This design comes from an exercise in tuning for small area on the open sky130 flow, not from production work. Only simulation tests tie the RTL to the original design; equivalence was not proved. The clock port is modelled as an ideal driver; clocking choices that lean on that would not hold on a real chip.

==> inputs of run B <==
// iperf_stats_top
module iperf_stats_top (
  input  wire logic                                          ap_clk,
  input  wire logic                                          ap_rst_n,
  input  wire logic                                          ap_start,
  input  wire logic [iperf_stats_pkg::CYCLE_CNT_WIDTH-1:0]   time_in_cycles,
  input  wire logic                                          stat_load,
  input  wire logic [iperf_stats_pkg::CYCLE_CNT_WIDTH-1:0]   stat_load_value,
  input  wire logic                                          rx_data_valid,
  input  wire logic                                          rx_data_ready,
  input  wire logic [iperf_stats_pkg::KEEP_WIDTH-1:0]        rx_data_keep,
  input  wire logic                                          rx_data_last,
  input  wire logic                                          tx_data_valid,
  input  wire logic                                          tx_data_ready,
  input  wire logic [iperf_stats_pkg::KEEP_WIDTH-1:0]        tx_data_keep,
  input  wire logic                                          tx_data_last,
  input  wire logic                                          tx_meta_valid,
  input  wire logic                                          tx_meta_ready,
  input  wire logic                                          tx_status_valid,
  input  wire logic                                          tx_status_ready,
  input  wire logic [iperf_stats_pkg::TX_STATUS_WIDTH-1:0]   tx_status_data,
  input  wire logic                                          open_status_valid,
  input  wire logic                                          open_status_ready,
  input  wire logic [iperf_stats_pkg::OPEN_STATUS_WIDTH-1:0] open_status_data,
  ...
Settings: LEC_CHECK=0, CAP_MARGIN=20, CORE_AREA=4 4 202 202, CTS_BUF_LIST=sky130_fd_sc_hd__clkbuf_16, CTS_CLUSTER_DIAMETER=100, CTS_CLUSTER_SIZE=30, DIE_AREA=0 0 206 206, SLEW_MARGIN=20; clock period 4.0 ns.
standard.sh (not shown) runs the stock make flow with config.mk's settings and CLKGATE_MAP_FILE= SYNTH_SCRIPT=/design/flow/synth_recipe.tcl, a recipe that flattens the netlist after the stock synthesis.
==> flow/flow/run.sh <==
#!/bin/bash
# The standard layout with these changes:
#  - synthesis maps the logic with an area-oriented ABC script (flow/abc_area.script) and
#    leaves adders to ABC instead of first mapping them to the library's adder cells;
#    everything else in synthesis, including the registers, is the standard flow's own script
#  - the port buffers use the smallest buffer cell
#  - clock tree synthesis adds no dummy loads
set -euo pipefail
here=$(pwd)
export AREA_ABC_SCRIPT=$here/flow/abc_area.script
export FLOW_SYNTH_TCL=$here/synth_recipe.tcl
export BUFFER_PORTS_ARGS="-buffer_cell sky130_fd_sc_hd__buf_1"
export CTS_ARGS="-sink_clustering_enable -repair_clock_nets -sink_clustering_size 30 -sink_clustering_max_diameter 100 -buf_list sky130_fd_sc_hd__clkbuf_16 -dont_use_dummy_load -root_buf sky130_fd_sc_hd__clkbuf_8"
sed "s#SYNTH_SCRIPT=[^ ]*#SYNTH_SCRIPT=$here/flow/synth_area.tcl ADDER_MAP_FILE=#" standard.sh > standard_area.sh
grep -q "SYNTH_SCRIPT=$here/flow/synth_area.tcl" standard_area.sh
bash standard_area.sh > standard_make.log 2>&1
==> flow/flow/abc_area.script <==
strash
&get -n
&st
&dch
&nf -R 1000
&st
&dch
&nf -R 1000
&put
topo
stime -c
==> flow/flow/synth_area.tcl <==
# The standard flow's synthesis (synth_recipe.tcl in the work folder), with an area-oriented ABC script
proc abc {args} {
  set i [lsearch -exact $args -script]
  if { $i >= 0 } {
    lset args [expr { $i + 1 }] $::env(AREA_ABC_SCRIPT)
  }
  yosys abc {*}$args
}
source $::env(FLOW_SYNTH_TCL)
==> run R: changes against run B <==
--- a/flow/design.v
+++ b/flow/design.v
@@ -121,82 +121,49 @@
   end
   logic          keep_cnt;   
   logic [CW-1:0] ld_sel;     
   assign keep_cnt = ~sel;
   assign ld_sel   = stat_load_value & {CW{stat_load & ~clr}};
-  function automatic logic [CW-1:0] inc(input logic [CW-1:0] q, input logic cin, input int w);
-    logic [CW/4-1:0]  p4;    
-    logic [CW/16-1:0] p16;   
-    logic [CW/16-1:0] cg;    
-    logic [CW/4-1:0]  cb;    
-    logic [CW-1:0]    c;
-    logic [CW-1:0]    r;
-    for (int b = 0; b < CW/4; b++) p4[b] = &q[4*b +: 4];
-    for (int g = 0; g < CW/16; g++) p16[g] = &p4[4*g +: 4];
-    for (int g = 0; g < CW/16; g++) begin
-      cg[g] = cin;
-      for (int k = 0; k < g; k++) cg[g] = cg[g] & p16[k];
-    end
-    for (int b = 0; b < CW/4; b++) begin
-      cb[b] = cg[b/4];
-      for (int k = 4*(b/4); k < b; k++) cb[b] = cb[b] & p4[k];
-    end
+  function automatic logic [CW:0] inc(input logic [CW-1:0] q, input logic cin, input int w);
+    logic [CW:0] c;
+    logic        bc;
+    logic [CW:0] r;
+    bc = cin;
+    c  = '0;
     for (int i = 0; i < CW; i++) begin
-      if (i % 4 == 0) c[i] = cb[i/4];
+      if (i % 4 == 0) c[i] = bc;
       else c[i] = c[i-1] & q[i-1];
+      if (i % 4 == 3) bc = bc & q[i] & q[i-1] & q[i-2] & q[i-3];
     end
     r = '0;
     for (int i = 0; i < CW; i++) if (i < w) r[i] = q[i] ^ c[i];
+    r[CW] = bc;
     inc = r;
   endfunction
-  function automatic logic [CW-1:0] inc_late(input logic [CW-1:0] q, input logic cin, input int w);
-    logic [CW/4-1:0]  p4;
-    logic [CW/16-1:0] p16;
-    logic [CW/16-1:0] xg;    
-    logic [CW/4-1:0]  xb;    
-    logic [CW-1:0]    x;     
-    logic [CW-1:0]    r;
-    for (int b = 0; b < CW/4; b++) p4[b] = &q[4*b +: 4];
-    for (int g = 0; g < CW/16; g++) p16[g] = &p4[4*g +: 4];
-    for (int g = 0; g < CW/16; g++) begin
-      xg[g] = 1'b1;
-      for (int k = 0; k < g; k++) xg[g] = xg[g] & p16[k];
-    end
-    for (int b = 0; b < CW/4; b++) begin
-      xb[b] = xg[b/4];
-      for (int k = 4*(b/4); k < b; k++) xb[b] = xb[b] & p4[k];
-    end
-    for (int i = 0; i < CW; i++) begin
-      x[i] = xb[i/4];
-      for (int k = 4*(i/4); k < i; k++) x[i] = x[i] & q[k];
-    end
-    r = '0;
-    for (int i = 0; i < CW; i++) if (i < w) r[i] = q[i] ^ (cin & x[i]);
-    inc_late = r;
-  endfunction
-  logic [CW-1:0] exec_inc;
+  logic [CW:0] exec_inc;
   assign exec_inc = inc(exec_cycles, running, CW);
   always_ff @(posedge ap_clk) begin
     exec_cycles  <= ld_sel | ({CW{keep_cnt}} & exec_inc[CW-1:0]);
   end
-  logic [CW-1:0] t0, t1, t2, t3, t4, t5, t6;
+  logic [EW:0] rx_pkts_n, tx_pkts_n, tx_cmds_n, tx_stss_n, tx_stss_good_n, open_stss_n, open_oks_n;
+  logic [CW:0] t0, t1, t2, t3, t4, t5, t6;
   assign t0 = inc({{(CW-EW){1'b0}}, rx_pkts}, rx_pkt, EW);
   assign t1 = inc({{(CW-EW){1'b0}}, tx_pkts}, tx_pkt, EW);
   assign t2 = inc({{(CW-EW){1'b0}}, tx_cmds}, tx_cmd, EW);
   assign t3 = inc({{(CW-EW){1'b0}}, tx_stss}, tx_sts, EW);
   assign t4 = inc({{(CW-EW){1'b0}}, tx_stss_good}, tx_sts_good, EW);
   assign t5 = inc({{(CW-EW){1'b0}}, open_stss}, open_sts, EW);
   assign t6 = inc({{(CW-EW){1'b0}}, open_oks}, open_ok, EW);
   logic [4:0]  rx_lo, tx_lo;
   logic [16:0] rd_lo;
-  logic [CW-1:0] rx_hi, tx_hi, rd_hi;
+  logic [CW:0] rx_hi, tx_hi, rd_hi;
   assign rx_lo = {1'b0, rx_bytes[3:0]} + {1'b0, rx_amt};
   assign tx_lo = {1'b0, tx_bytes[3:0]} + {1'b0, tx_amt};
   assign rd_lo = {1'b0, rd_req_total[15:0]} + {1'b0, rd_amt};
   assign rx_hi = inc({{(CW-BW+4){1'b0}}, rx_bytes[BW-1:4]}, rx_lo[4], BW-4);
   assign tx_hi = inc({{(CW-BW+4){1'b0}}, tx_bytes[BW-1:4]}, tx_lo[4], BW-4);
-  assign rd_hi = inc_late({{(CW-BW+16){1'b0}}, rd_req_total[BW-1:16]}, rd_lo[16], BW-16);
+  assign rd_hi = inc({{(CW-BW+16){1'b0}}, rd_req_total[BW-1:16]}, rd_lo[16], BW-16);
   always_ff @(posedge ap_clk) begin
     rx_bytes     <= ld_sel[BW-1:0] | ({BW{keep_cnt}} & {rx_hi[BW-5:0], rx_lo[3:0]});
     tx_bytes     <= ld_sel[BW-1:0] | ({BW{keep_cnt}} & {tx_hi[BW-5:0], tx_lo[3:0]});
     rd_req_total <= ld_sel[BW-1:0] | ({BW{keep_cnt}} & {rd_hi[BW-17:0], rd_lo[15:0]});
     rx_pkts      <= ld_sel[EW-1:0] | ({EW{keep_cnt}} & t0[EW-1:0]);
==> flow/flow/run.sh (replaced) <==
#!/bin/bash
# The standard layout, except that the port buffers use the smallest buffer cell
set -euo pipefail
export BUFFER_PORTS_ARGS="-buffer_cell sky130_fd_sc_hd__buf_1"
bash standard.sh > standard_make.log 2>&1
==> flow/config.mk (replaced) <==
export PLATFORM = sky130hd
export DESIGN_NAME = iperf_stats_top
export DESIGN_NICKNAME = iperf_stats_top
export VERILOG_FILES = /design/flow/design.v
export SDC_FILE = /design/flow/constraint.sdc
export NUM_CORES = 4
export LEC_CHECK = 0
export CAP_MARGIN = 20
export CORE_MARGIN = 2
export CORE_UTILIZATION = 65
export CTS_BUF_LIST = sky130_fd_sc_hd__clkbuf_8
export CTS_CLUSTER_DIAMETER = 60
export CTS_CLUSTER_SIZE = 14
export SLEW_MARGIN = 20
removed: flow/flow/abc_area.script
removed: flow/flow/synth_area.tcl
==> results.txt <==
* Largest family of logic cells by synthesized area: adder cells
* Status: did not finish
* Starting Density at 66.30%
* Cells taking the most area after synthesis: dfxtp_1 (41%), ha_1 (18%), nand2_1 (9.1%), edfxtp_1 (8.4%), xnor2_1 (6.6%)
* Die width at 192.2 um
* Synth Area in Adders at 19.22%
* Seq/Total Area, Yosys at 48.88%
* Error msg: [ERROR PPL-0024] Number of IO pins (717) exceeds maximum number of available positions (688). Increase the die perimeter from 768.68um to 975.12um.
* Row cnt at 68
* Stopped at: I/O pin placement (3_2_place_iop)
* Synthesized area at 23020 um^2
# the run above: run R

==> results.txt <==
* Die width at 206 um
* Clk tree area frac at 1.954%
* Num sequential at 530
* Largest family of logic cells by synthesized area: compound AO/OA/AOI/OAI gates
* Synthesized area at 21200 um^2
* Row cnt at 72
* Worst EP required at 4.52 ns
* Synth Area in Adders at 0.3778%
* Seq/Total Area, Yosys at 53.08%
* Status: finished clean
* Starting Density at 54.72%
# the run above: run B

what the ideal ports hide:
The flow's constraints put no driver on any port. The routed layout listed below was extracted and timed again, unchanged, in two steps. Step 1: set_driving_cell puts a clkbuf_16 on ap_clk and a buf_2 on each other input, an assumption about the parent block. Step 2 adds t to the input delays and takes it off the output delays; t is the mean of the earliest and latest rising clock arrival at the registers after step 1. Input paths then give back, and output paths get back, about the clock's delay inside the block. a / b / c = no drivers / after step 1 / after step 2; a / b = the first two.
run: run B
t (ns): 0.685
setup WS [ns]: 0.269 / 0.269 / 0.269
hold WS [ns]: 0.316 / 0.292 / 0.535
worst setup path at the end: register to register
worst data-port slew with drivers (ns): 0.13
After both steps setup and hold are still met in run B. The setup slack of run B moves by 0.000 ns with the drivers and by 0.000 ns with both steps.
